From an optimization exercise on the open Yosys and OpenROAD flow, aimed at small area and few clock cycles per item; shortcuts taken in it are not production practice.
No run shown here included a check of the RTL's function; only the layout flow was run.

==> design/flow/design.v <==
`default_nettype none
package wfc_pkg;
  localparam int LVL_W  = 16;
  localparam int FRAC_W = 16;
  localparam int QUO_W  = FRAC_W + 1;
  localparam int COL_W  = 8;
  localparam int APB_DW = 32;
  localparam int APB_AW = 3;
endpackage
`default_nettype wire
`default_nettype none
module wfc_apb_regs (
  input  wire logic                             clk,
  input  wire logic                             rst_n,
  input  wire logic                             psel,
  input  wire logic                             penable,
  input  wire logic                             pwrite,
  input  wire logic [wfc_pkg::APB_AW-1:0]       paddr,
  input  wire logic [wfc_pkg::APB_DW-1:0]       pwdata,
  output logic      [wfc_pkg::APB_DW-1:0]       prdata,
  output logic                                  pready,
  output logic signed [wfc_pkg::LVL_W-1:0]      low_level,
  output logic signed [wfc_pkg::LVL_W-1:0]      high_level
);
  logic signed [15:0] low_r;
  logic signed [15:0] high_r;
  logic               wr_en;
  assign pready = 1'b1;
  assign wr_en  = psel & penable & pwrite;
  always_ff @(posedge clk) begin
    if (!rst_n) begin
      low_r  <= 16'sd480;
      high_r <= 16'sd1440;
    end else if (wr_en) begin
      if (paddr[2]) high_r <= pwdata[15:0];
      else          low_r  <= pwdata[15:0];
    end
  end
  logic [15:0] rd;
  assign rd     = paddr[2] ? high_r : low_r;
  assign prdata = {{16{rd[15]}}, rd};
  assign low_level  = low_r;
  assign high_level = high_r;
endmodule
`default_nettype wire
`default_nettype none
module wfc_divider #(
  parameter logic [16:0] REG_AFTER = 17'b1_1001_0010_0100_1001
) (
  input  wire logic                             clk,
  input  wire logic                             rst_n,
  input  wire logic                             en,
  input  wire logic                             in_valid,
  input  wire logic signed [wfc_pkg::LVL_W-1:0] level,
  input  wire logic signed [wfc_pkg::LVL_W-1:0] low_level,
  input  wire logic signed [wfc_pkg::LVL_W-1:0] high_level,
  output logic                                  out_valid,
  output logic [19:0]                           out_pos
);
  logic [16:0] rng;
  logic [15:0] d_r;
  assign rng = {high_level[15], high_level} - {low_level[15], low_level};
  always_ff @(posedge clk) d_r <= rng[15:0];
  logic [16:0] off;
  logic        neg, rneg, dz0, eq, gt, yellow, black;
  assign off    = {level[15], level} - {low_level[15], low_level};
  assign neg    = off[16];
  assign rneg   = rng[16];
  assign dz0    = (rng[15:0] == 16'd0);
  assign eq     = (off[15:0] == rng[15:0]);
  assign gt     = (off[15:0] >  rng[15:0]);
  assign yellow = ~neg & (rneg | gt);
  assign black  = neg | (~yellow & dz0);
  logic [15:0] rem_c [0:16];
  logic [16:0] quo_c [0:16];
  logic        vld_c [0:16];
  logic [15:0] rem_i [0:16];
  logic [16:0] quo_i [0:16];
  logic        vld_i [0:16];
  assign rem_c[0] = yellow ? 16'd1 : (black | eq) ? 16'd0 : off[15:0];
  assign quo_c[0] = {16'd0, yellow | (~black & eq)};
  assign vld_c[0] = in_valid;
  for (genvar r = 0; r <= 16; r++) begin : g_row
    if (r > 0) begin : g_step
      logic [16:0] t, dn, gg, pp, co;
      logic        qb;
      assign t  = {rem_i[r-1], 1'b0};
      assign dn = {1'b1, ~d_r};
      assign gg = {t[16:1] & dn[16:1], dn[0]};
      assign pp = {t[16:1] | dn[16:1], 1'b0};
      assign co[0] = gg[0];
      for (genvar i = 1; i < 17; i++) begin : g_c
        assign co[i] = gg[i] | (pp[i] & co[i-1]);
      end
      assign qb       = co[16];
      assign rem_c[r] = t[15:0] ^ ({16{qb}} & ~(d_r ^ {co[14:0], 1'b1}));
      assign quo_c[r] = {quo_i[r-1][15:0], qb};
      assign vld_c[r] = vld_i[r-1];
    end
    if (REG_AFTER[r] && r < 16) begin : g_reg
      logic [15:0] rem_q;
      logic [r:0]  quo_q;
      logic        vld_q;
      always_ff @(posedge clk) begin
        if (!rst_n)  vld_q <= 1'b0;
        else if (en) vld_q <= vld_c[r];
      end
      always_ff @(posedge clk) begin
        if (en) begin
          quo_q <= quo_c[r][r:0];
          rem_q <= rem_c[r];
        end
      end
      assign rem_i[r] = rem_q;
      assign quo_i[r] = {{(16-r){1'b0}}, quo_q};
      assign vld_i[r] = vld_q;
    end else begin : g_comb
      assign rem_i[r] = rem_c[r];
      assign quo_i[r] = quo_c[r];
      assign vld_i[r] = vld_c[r];
    end
  end
  logic [16:0] q;
  logic [19:0] p9;
  logic        ylw, blk;
  logic [19:0] pos_q;
  logic        pos_vld_q;
  assign q   = quo_c[16];
  assign p9  = {3'b000, q} + {q, 3'b000};
  assign ylw = q[16] & (q[15:0] != 16'd0);
  assign blk = ~q[16] & (d_r == 16'd0);
  always_ff @(posedge clk) begin
    if (!rst_n)  pos_vld_q <= 1'b0;
    else if (en) pos_vld_q <= vld_c[16];
  end
  always_ff @(posedge clk) begin
    if (en) pos_q <= ylw ? 20'h50000 : blk ? 20'h00000 : p9;
  end
  assign out_valid = pos_vld_q;
  assign out_pos   = pos_q;
endmodule
`default_nettype wire
`default_nettype none
module wfc_colormap (
  input  wire logic [19:0]               pos,
  output logic [wfc_pkg::COL_W-1:0]      red,
  output logic [wfc_pkg::COL_W-1:0]      green,
  output logic [wfc_pkg::COL_W-1:0]      blue
);
  logic [3:0]  ip;
  logic [15:0] x;
  logic [7:0]  a, b, cu, up, dn, wr, wg;
  logic [8:0]  c3;
  logic        nz;
  assign ip = pos[19:16];
  always_comb begin
    case (ip)
      4'd0, 4'd1: x = {ip[0], pos[15:1]};
      4'd5, 4'd6: x = {ip[1], pos[15:1]};
      default:    x = pos[15:0];
    endcase
  end
  assign a  = x[15:8];
  assign b  = x[7:0];
  assign nz = (x != 16'd0);
  assign cu = a + {7'd0, (a < b)};
  assign up = cu - {7'd0, nz};
  assign dn = ~cu;
  assign c3 = {1'b0, cu} + 9'd3;
  assign wr = ~{1'b0, c3[8:2]};
  assign wg = {1'b0, up[7:1]};
  always_comb begin
    case (ip)
      4'd0, 4'd1: {red, green, blue} = {8'h00, 8'h00, up};
      4'd2:       {red, green, blue} = {8'h00, up, 8'hFF};
      4'd3:       {red, green, blue} = {8'h00, 8'hFF, dn};
      4'd4:       {red, green, blue} = {up, 8'hFF, 8'h00};
      4'd5, 4'd6: {red, green, blue} = {8'hFF, dn, 8'h00};
      4'd7:       {red, green, blue} = {8'hFF, 8'h00, up};
      4'd8:       {red, green, blue} = {wr, wg, 8'hFF};
      default:    {red, green, blue} = {8'd191, 8'd127, 8'hFF};
    endcase
  end
endmodule
`default_nettype wire
`default_nettype none
module waterfall_level_to_rgb_core (
  input  wire logic                        clk,
  input  wire logic                        rst_n,
  input  wire logic                        in_valid,
  output logic                             in_ready,
  input  wire logic [wfc_pkg::LVL_W-1:0]   in_level,
  output logic                             out_valid,
  input  wire logic                        out_ready,
  output logic      [wfc_pkg::COL_W-1:0]   out_red,
  output logic      [wfc_pkg::COL_W-1:0]   out_green,
  output logic      [wfc_pkg::COL_W-1:0]   out_blue,
  input  wire logic                        psel,
  input  wire logic                        penable,
  input  wire logic                        pwrite,
  input  wire logic [wfc_pkg::APB_AW-1:0]  paddr,
  input  wire logic [wfc_pkg::APB_DW-1:0]  pwdata,
  output logic      [wfc_pkg::APB_DW-1:0]  prdata,
  output logic                             pready
);
  logic signed [wfc_pkg::LVL_W-1:0] low_level;
  logic signed [wfc_pkg::LVL_W-1:0] high_level;
  logic                             pipe_en;
  logic [19:0]                      pos;
  wfc_apb_regs u_regs (
    .clk        (clk),
    .rst_n      (rst_n),
    .psel       (psel),
    .penable    (penable),
    .pwrite     (pwrite),
    .paddr      (paddr),
    .pwdata     (pwdata),
    .prdata     (prdata),
    .pready     (pready),
    .low_level  (low_level),
    .high_level (high_level)
  );
  wfc_divider u_div (
    .clk        (clk),
    .rst_n      (rst_n),
    .en         (pipe_en),
    .in_valid   (in_valid),
    .level      (in_level),
    .low_level  (low_level),
    .high_level (high_level),
    .out_valid  (out_valid),
    .out_pos    (pos)
  );
  wfc_colormap u_cmap (
    .pos   (pos),
    .red   (out_red),
    .green (out_green),
    .blue  (out_blue)
  );
  assign pipe_en  = out_ready | ~out_valid;
  assign in_ready = pipe_en;
endmodule
`default_nettype wire
==> design/flow/run.sh <==
#!/bin/bash
# synth_recipe.tcl (not shown) runs the flow's synth.tcl, then flattens the netlist and writes it again
# the make line also repeats each setting of config.mk as NAME=value (left out here)
make -C /OpenROAD-flow-scripts/flow DESIGN_CONFIG=/design/flow/config.mk WORK_HOME=/design/flow/orfs CLKGATE_MAP_FILE= SYNTH_SCRIPT=/design/flow/synth_recipe.tcl finish
==> design/flow/config.mk <==
export PLATFORM = sky130hd
export DESIGN_NAME = waterfall_level_to_rgb_core
export DESIGN_NICKNAME = waterfall_level_to_rgb_core
export VERILOG_FILES = /design/flow/design.v
export SDC_FILE = /design/flow/constraint.sdc
export NUM_CORES = 4
export LEC_CHECK = 0
export ABC_AREA = 1
export CAP_MARGIN = 20
export CORE_MARGIN = 2
export CORE_UTILIZATION = 40
export SLEW_MARGIN = 20
==> design/flow/constraint.sdc <==
create_clock -name core_clock -period 5.0 [get_ports {clk}]
set_input_delay 1.0000 -clock core_clock [delete_from_list [all_inputs] [get_ports {clk}]]
set_output_delay 1.0000 -clock core_clock [all_outputs]
set_load 0.01 [all_outputs]
==> out/qor.csv, run 1 <==
metric,value,unit
"area leader, netlist",edfxtp_1,
Max Freq,165,MHz
Initial Utilization,0.406,
layout cells sized above 1,0.303,
GRT Overall Usage,0.206,
via count,22500,
sequential fraction of the synthesis area,0.273,
Critical Path AT,6.41,ns
"EDFF count, synth",167,
Synth area leaders,"edfxtp_1, nand2_1, xor2_1, nand3_2, inv_1",
nets,4109,
DR pass1 iterations,6,
drt via density,4.73,
pin count of the biggest net entering global routing,174,
crit path max fanout,6,
crit share post-route,1.22,
Die ar.,57900,um2
Fin Setup TNS,-80.68,ns
Max-Cap Viols,0,
global route overflow,0,
clk root buf,clkbuf_16,
worst min path class,register to register,
Syn Area/Cell,6.84,um2
status,failed layout checks,
std cell rows,86,
buffers and inverters on the worst path,21,
drt wl/cell,13.4,um
Max clock buf depth,3,
Non-Filler Instances,4743,
Seq cells post-synth,222,
CTS tree,built,
CTS Hold Bufs,0,
"Worst Path Class, Setup",register to register,
most frequent cells after synthesis,"nand2_1, inv_1, xor2_1",
Pins Over Slew Limit,0,
"Net Count, Synth",3411,
top-count cell post-synth,nand2_1,
first-pass GRT wire length,98800,um
synthesized cell area,22400,um2
IO Port Bufs,97,
HPWL Detailed,42700,um
CP endpoint kind,register,
I/O Pins,117,
Worst path most repeated cell,buf_4,
Setup Skew,0.0265,ns
CP max stage cell,dfxtp_4,
Final Util,0.576,
Final Wtd Congestion,0.870,
Failed Checks,setup timing,
WL final,63400,um
Core Region,55200,um2
initial antenna violation count,0,
ys async rst share,0,
Final ANT Viol Nets,0,
top cell type's share of synthesized area,0.224,
biggest cell delay along the critical path,0.35,ns
RSZ-0062 raised after global routing,yes,
Num CTS Buffers,29,
Chip Width,241,um
Worst EP required,5.33,ns
vias in the first global route,21700,
Inst Count DP,4481,
DR DRC count,0,
post-synth cell types,51,
Area Growth Syn to Fin,41.9,%
die height,241,um
Top Family by Delay on Critical Path,simple AND/OR/NAND/NOR gates,
Slew @ Worst Pin,1.01,ns
Antenna Cells,0,
Final setup viols,125,
Critical Path Source Type,register,
worst hold slack,0.413,ns
final-report hold violation count,0,
worst relative slew slack,0.328,
Yosys warnings,9,
post-route worst setup slack,-1.08,ns
H-tree depth,1,
number of DRC markers in iteration 0,981,
dominant synthesized flop cell,edfxtp_1,
clock latency on the worst-skew pair,0.58,ns
clock period minus worst slack,6.08,ns
Clock Sinks,222,
Synth Instances,3275,
"CTS clk-pin slew, worst paths",0.06,ns
reg2reg setup slack,-1.08,ns
state kept, by name (all words and copies together) (netlist names):
register and cells:
u_regs.low_r 16, u_div.pos_q 20, u_div.d_r 16, u_div.g_row.g_reg.quo_q 51
u_div.pos_vld_q 1, u_regs.high_r 16, u_div.g_row.g_reg.vld_q 6, u_div.g_row.g_reg.rem_q 96
repair_timing:
item | 4_1_cts | 5_1_grt
endpoints found under the setup margin | 135 | 141
gates cloned | 4 | 17
gates resized for setup | 262 | 150
buffers inserted | 140 | 52
pin swaps | 50 | 74
layer usage:
metal,vias up,track usage,part of all wire,wire length [um]
li1,11700,-,-,-
met1,10200,0.234,0.40,25600
met2,378,0.396,0.52,33000
met3,136,0.0210,0.029,1820
met4,0,0.0704,0.047,2990
met5,-,0,0,0
cell type report:
cell class	count	area (um2)
clock buffer	39	826
clock inverter	14	101
fill	5029	23400
inverter	477	1810
multi-input combinational	2448	15300
sequential	222	6130
tap	748	936
timing repair buffer	795	6690
kinds of logic (layout without fill, tap and decap cells):
kind of cell | Yosys count | after routing | share of synthesized area
AO/OA/AOI/OAI | 226 | 226 | 0.0561
XOR/XNOR | 328 | 328 | 0.130
adder cells (fa/ha/maj) | 81 | 81 | 0.0459
buffers and inverters | 613 | 1325 | 0.115
flip-flops | 222 | 222 | 0.273
multiplexers | 2 | 2 | 0.000893
other | 1 | 1 | 0.000167
AND/OR/NAND/NOR | 1802 | 1810 | 0.380
placed cells by master, fill, tap and decap left out, types with 6 or more instances in the layout:
master           instances
edfxtp_1               167
xor2_1                 266
xor2_2                  21
clkdlybuf4s50_1         73
buf_6                   26
inv_1                  452
nand4_1                  9
nand3_4                 48
ha_1                    71
nand2_4                 17
nand2_1                972
a21oi_1                 70
o21ai_1                 19
buf_2                   20
o21ai_0                 77
xnor2_1                 30
or2_2                    8
clkbuf_1                 6
nor3_1                   8
a21oi_2                 11
nand2_2                 69
nor2_1                 241
buf_4                  639
clkinv_1                 8
o211ai_1                 6
nand3_1                201
inv_2                   13
nor4_1                  10
clkbuf_16               39
dfxtp_1                 51
o21bai_1                 8
nand2_8                 15
nand3_2                188
buf_12                  24
o21ai_2                  6
final timing paths:
| kind | startpoint | endpoint | cells past startpoint |
|---|---|---|---|
| worst min-delay path | u_div.g_row[9].g_reg.quo_q[4]$_DFFE_PP_ | u_div.g_row[12].g_reg.quo_q[7]$_DFFE_PP_ | 0 |
| worst min register to register | u_div.g_row[9].g_reg.quo_q[4]$_DFFE_PP_ | u_div.g_row[12].g_reg.quo_q[7]$_DFFE_PP_ | 0 |
| worst max register to register | u_div.d_r[0]$_DFF_P_ | u_div.g_row[6].g_reg.rem_q[6]$_DFFE_PP_ | 52 |
| worst max-delay path | u_div.d_r[0]$_DFF_P_ | u_div.g_row[6].g_reg.rem_q[6]$_DFFE_PP_ | 52 |
stage by stage:
step | setup WS (ns) | cell area (um2)
2_1_floorplan | -0.0691 | 22600
3_3_place_gp | -0.810 | 27700
3_5_place_dp | -0.893 | 27700
4_1_cts | -0.826 | 30400
5_1_grt | -1.45 | 31800
6_report | -1.08 | 31800
==> run 2, diff against run 1 <==
--- a/design/flow/config.mk
+++ b/design/flow/config.mk
@@ -9,4 +9,5 @@
 export CAP_MARGIN = 20
 export CORE_MARGIN = 2
 export CORE_UTILIZATION = 40
+export GPL_TIMING_DRIVEN = 0
 export SLEW_MARGIN = 20
==> run 2 against run 1 <==
  * Non-clock buffer count is 22 lower
  * First-iteration DRC count up 56%
  * Sequential share of layout area decreased by 0.79 points
  * Synthesized cell count stayed put
  * Largest cell class unchanged
  * Maximum frequency down 2.9%
  * Via count up 7.1%
  * The layout still fails its checks (setup timing)
  * Utilization up 2.5 points
==> out/qor.csv, run 2 <==
metric,value,unit,change
DR pass1 iterations,5,,was 6
synthesized cell area,22400,um2,unchanged
Final Wtd Congestion,0.901,,was 0.870
CTS tree,built,,unchanged
top-count cell post-synth,nand2_1,,unchanged
CP max stage cell,edfxtp_1,,was dfxtp_4
top cell type's share of synthesized area,0.224,,unchanged
RSZ-0062 raised after global routing,yes,,unchanged
"Net Count, Synth",3411,,unchanged
crit share post-route,1.25,,was 1.22
"commonest non-fill, non-tap cell in the layout",nand2_1,,unchanged
Critical Path Source Type,register,,unchanged
clk root buf,clkbuf_16,,unchanged
number of flip-flops in the largest register,96,,unchanged
HPWL Detailed,49400,um,was 42700 um
Max Freq,160,MHz,was 165 MHz
CP endpoint kind,register,,unchanged
worst relative slew slack,0.228,,was 0.328
vias in the first global route,22900,,was 21700
Worst EP required,5.32,ns,was 5.33 ns
Max-Cap Viols,0,,unchanged
post-route worst setup slack,-1.26,ns,was -1.08 ns
via count,24000,,was 22500
global route overflow,0,,unchanged
pin count of the biggest net entering global routing,32,,was 174
Yosys warnings,9,,unchanged
Regs by FF count,"u_div.g_row.g_reg.rem_q (96), u_div.g_row.g_reg.quo_q (51), u_div.pos_q (20)",,unchanged
status,failed layout checks,,unchanged
I/O Pins,117,,unchanged
FF/Latch Area,6130,um2,about the same
Final ANT Viol Nets,0,,unchanged
most frequent cells after synthesis,"nand2_1, inv_1, xor2_1",,unchanged
number of DRC markers in iteration 0,1528,,was 981
Worst path most repeated cell,nand3_2,,was buf_4
sequential fraction of the synthesis area,0.273,,unchanged
Synth Instances,3275,,unchanged
multi-input logic area,16900,um2,was 15300 um2
Initial Utilization,0.406,,unchanged
GR Util met1,0.284,,was 0.234
Failed Checks,setup timing,,unchanged
H-tree depth,1,,unchanged
worst r2r path cells,53,,was 52
Syn Area/Cell,6.84,um2,unchanged
Pins Over Slew Limit,0,,unchanged
Critical Path AT,6.58,ns,was 6.41 ns
worst min path class,register to register,,unchanged
worst hold slack,0.417,ns,was 0.413 ns
crit path max fanout,8,,was 6
die height,241,um,unchanged
Antenna Cells,0,,unchanged
"CTS clk-pin slew, worst paths",0.07,ns,was 0.06 ns
GRT Overall Usage,0.248,,was 0.206
Clock Sinks,222,,unchanged
WL final,78600,um,was 63400 um
met2 usage,0.451,,was 0.396
dominant synthesized flop cell,edfxtp_1,,unchanged
Non-Filler Instances,4721,,was 4743
gr busiest metal,met2,,unchanged
"Worst Path Class, Setup",register to register,,unchanged
final-report hold violation count,0,,unchanged
nets,4087,,was 4109
Synth area leaders,"edfxtp_1, nand2_1, xor2_1, nand3_2, inv_1",,unchanged
drt via density,5.09,,was 4.73
initial antenna violation count,0,,unchanged
DR DRC count,0,,unchanged
Die ar.,57900,um2,unchanged
worst hold stages,0,,unchanged
Seq cells post-synth,222,,unchanged
drt wl/cell,16.7,um,was 13.4 um
met3 Usage GRT,0.0231,,was 0.0210
Chip Width,241,um,unchanged
std cell rows,86,,unchanged
first-pass GRT wire length,114000,um,was 98800 um
Setup Skew,0.0161,ns,was 0.0265 ns
Max clock buf depth,3,,unchanged
biggest cell delay along the critical path,0.54,ns,was 0.35 ns
most frequent cells in the layout,"nand2_1, buf_4, inv_1, xor2_1, nor2_1",,unchanged
"EDFF count, synth",167,,unchanged
Slew @ Worst Pin,1.15,ns,was 1.01 ns
Inst Count DP,4127,,was 4481
"area leader, netlist",edfxtp_1,,unchanged
post-synth cell types,51,,unchanged
Fin Setup TNS,-107.34,ns,was -80.68 ns
layout cells sized above 1,0.356,,was 0.303
Num CTS Buffers,28,,was 29
clock period minus worst slack,6.26,ns,was 6.08 ns
Final setup viols,115,,was 125
clock latency on the worst-skew pair,0.59,ns,was 0.58 ns
ys async rst share,0,,unchanged
IO Port Bufs,97,,unchanged
Area Growth Syn to Fin,48.1,%,was 41.9%
Biggest register,u_div.g_row.g_reg.rem_q,,unchanged
Core Region,55200,um2,unchanged
Fillers,4589,,was 5029
-- run 2: cell counts after synthesis --
No cell type changed its count.
-- run 2: worst paths after layout --
path	to	start	slack [ns]
worst max-delay path	u_div.g_row[12].g_reg.rem_q[1]$_DFFE_PP_	u_div.g_row[9].g_reg.rem_q[0]$_DFFE_PP_	-1.26
worst min-delay path	u_div.g_row[15].g_reg.quo_q[10]$_DFFE_PP_	u_div.g_row[12].g_reg.quo_q[7]$_DFFE_PP_	0.42
worst max register to register	u_div.g_row[12].g_reg.rem_q[1]$_DFFE_PP_	u_div.g_row[9].g_reg.rem_q[0]$_DFFE_PP_	-1.26
worst min register to register	u_div.g_row[15].g_reg.quo_q[10]$_DFFE_PP_	u_div.g_row[12].g_reg.quo_q[7]$_DFFE_PP_	0.42
-- run 2: routing by layer --
metal,up-vias,part of all wire
li1,11700,-
met1,11300,0.39
met2,822,0.49
met3,253,0.051
met4,0,0.067
met5,-,0
-- run 2: kinds of logic (layout without fill, tap and decap cells) --
family	after synthesis	after routing	share of synthesized area
simple gates	1802	1811	0.380
fa+ha+maj	81	81	0.0459
xor+xnor	328	328	0.130
other cells	1	1	0.000167
compound gates	226	226	0.0561
mux	2	2	0.000893
flops	222	222	0.273
buf+inv	613	1302	0.115
-- run 2: worst max-delay path: cells and delay by family, from the launching register on --
family / cells / cell delay [ns]
AND/OR/NAND/NOR: 46 / 4.27
buffers and inverters: 5 / 0.64
flip-flops: 1 / 0.54
XOR/XNOR: 2 / 0.49
-- run 2: final cells by class --
class                           instances  share of cell area
Multi-Input combinational cell       2449               0.510
Sequential cell                       222               0.185
Timing Repair Buffer                  640               0.163
Inverter                              477              0.0562
Buffer                                133              0.0291
Tap cell                              748              0.0282
Clock buffer                           35              0.0228
Clock inverter                         17             0.00614
-- run 2: metrics by stage --
stage | instance area (um2) | util | setup WS, ns
after global placement | 24500 | 0.444 | -2.39
final | 33200 | 0.601 | -1.26
after global routing | 33200 | 0.601 | -1.59
after CTS | 30000 | 0.544 | -1.09
after floorplan | 22600 | - | -0.0691
after detailed placement | 24600 | 0.446 | -1.53
-- run 2: repair_timing --
action | 4_1_cts | 5_1_grt
pin swaps | 100 | 243
setup endpoints to repair | 139 | 142
buffers inserted | 401 | 136
gates resized for setup | 409 | 505
hold buffers | 0 | 0
gates cloned | 19 | 5

port drivers added, routing unchanged:
Ports are ideal in the flow. The routed layouts listed here were re-timed in OpenROAD. Step 1, drivers: a clkbuf_16 drives clk and a buf_2 each remaining input, both assumed. Step 2, shift: input delay + t, output delay - t, t = (earliest + latest rising clock arrival at the registers) / 2. This alone moves slack from input paths to output paths. a / b / c = ideal / step 1 / step 2; a / b = the first two.
run | shift t [ns] | setup WS [ns] | hold slack, ns | worst setup path after step 2 | latest minus earliest clock arrival (ns)
run 1 | 0.625 | -1.079 / -1.079 / -1.079 | 0.413 / 0.413 / 0.413 | register to register | 0.026 / 0.026
run 2 | 0.632 | -1.259 / -1.259 / -1.259 | 0.417 / 0.417 / 0.417 | register to register | 0.016 / 0.016
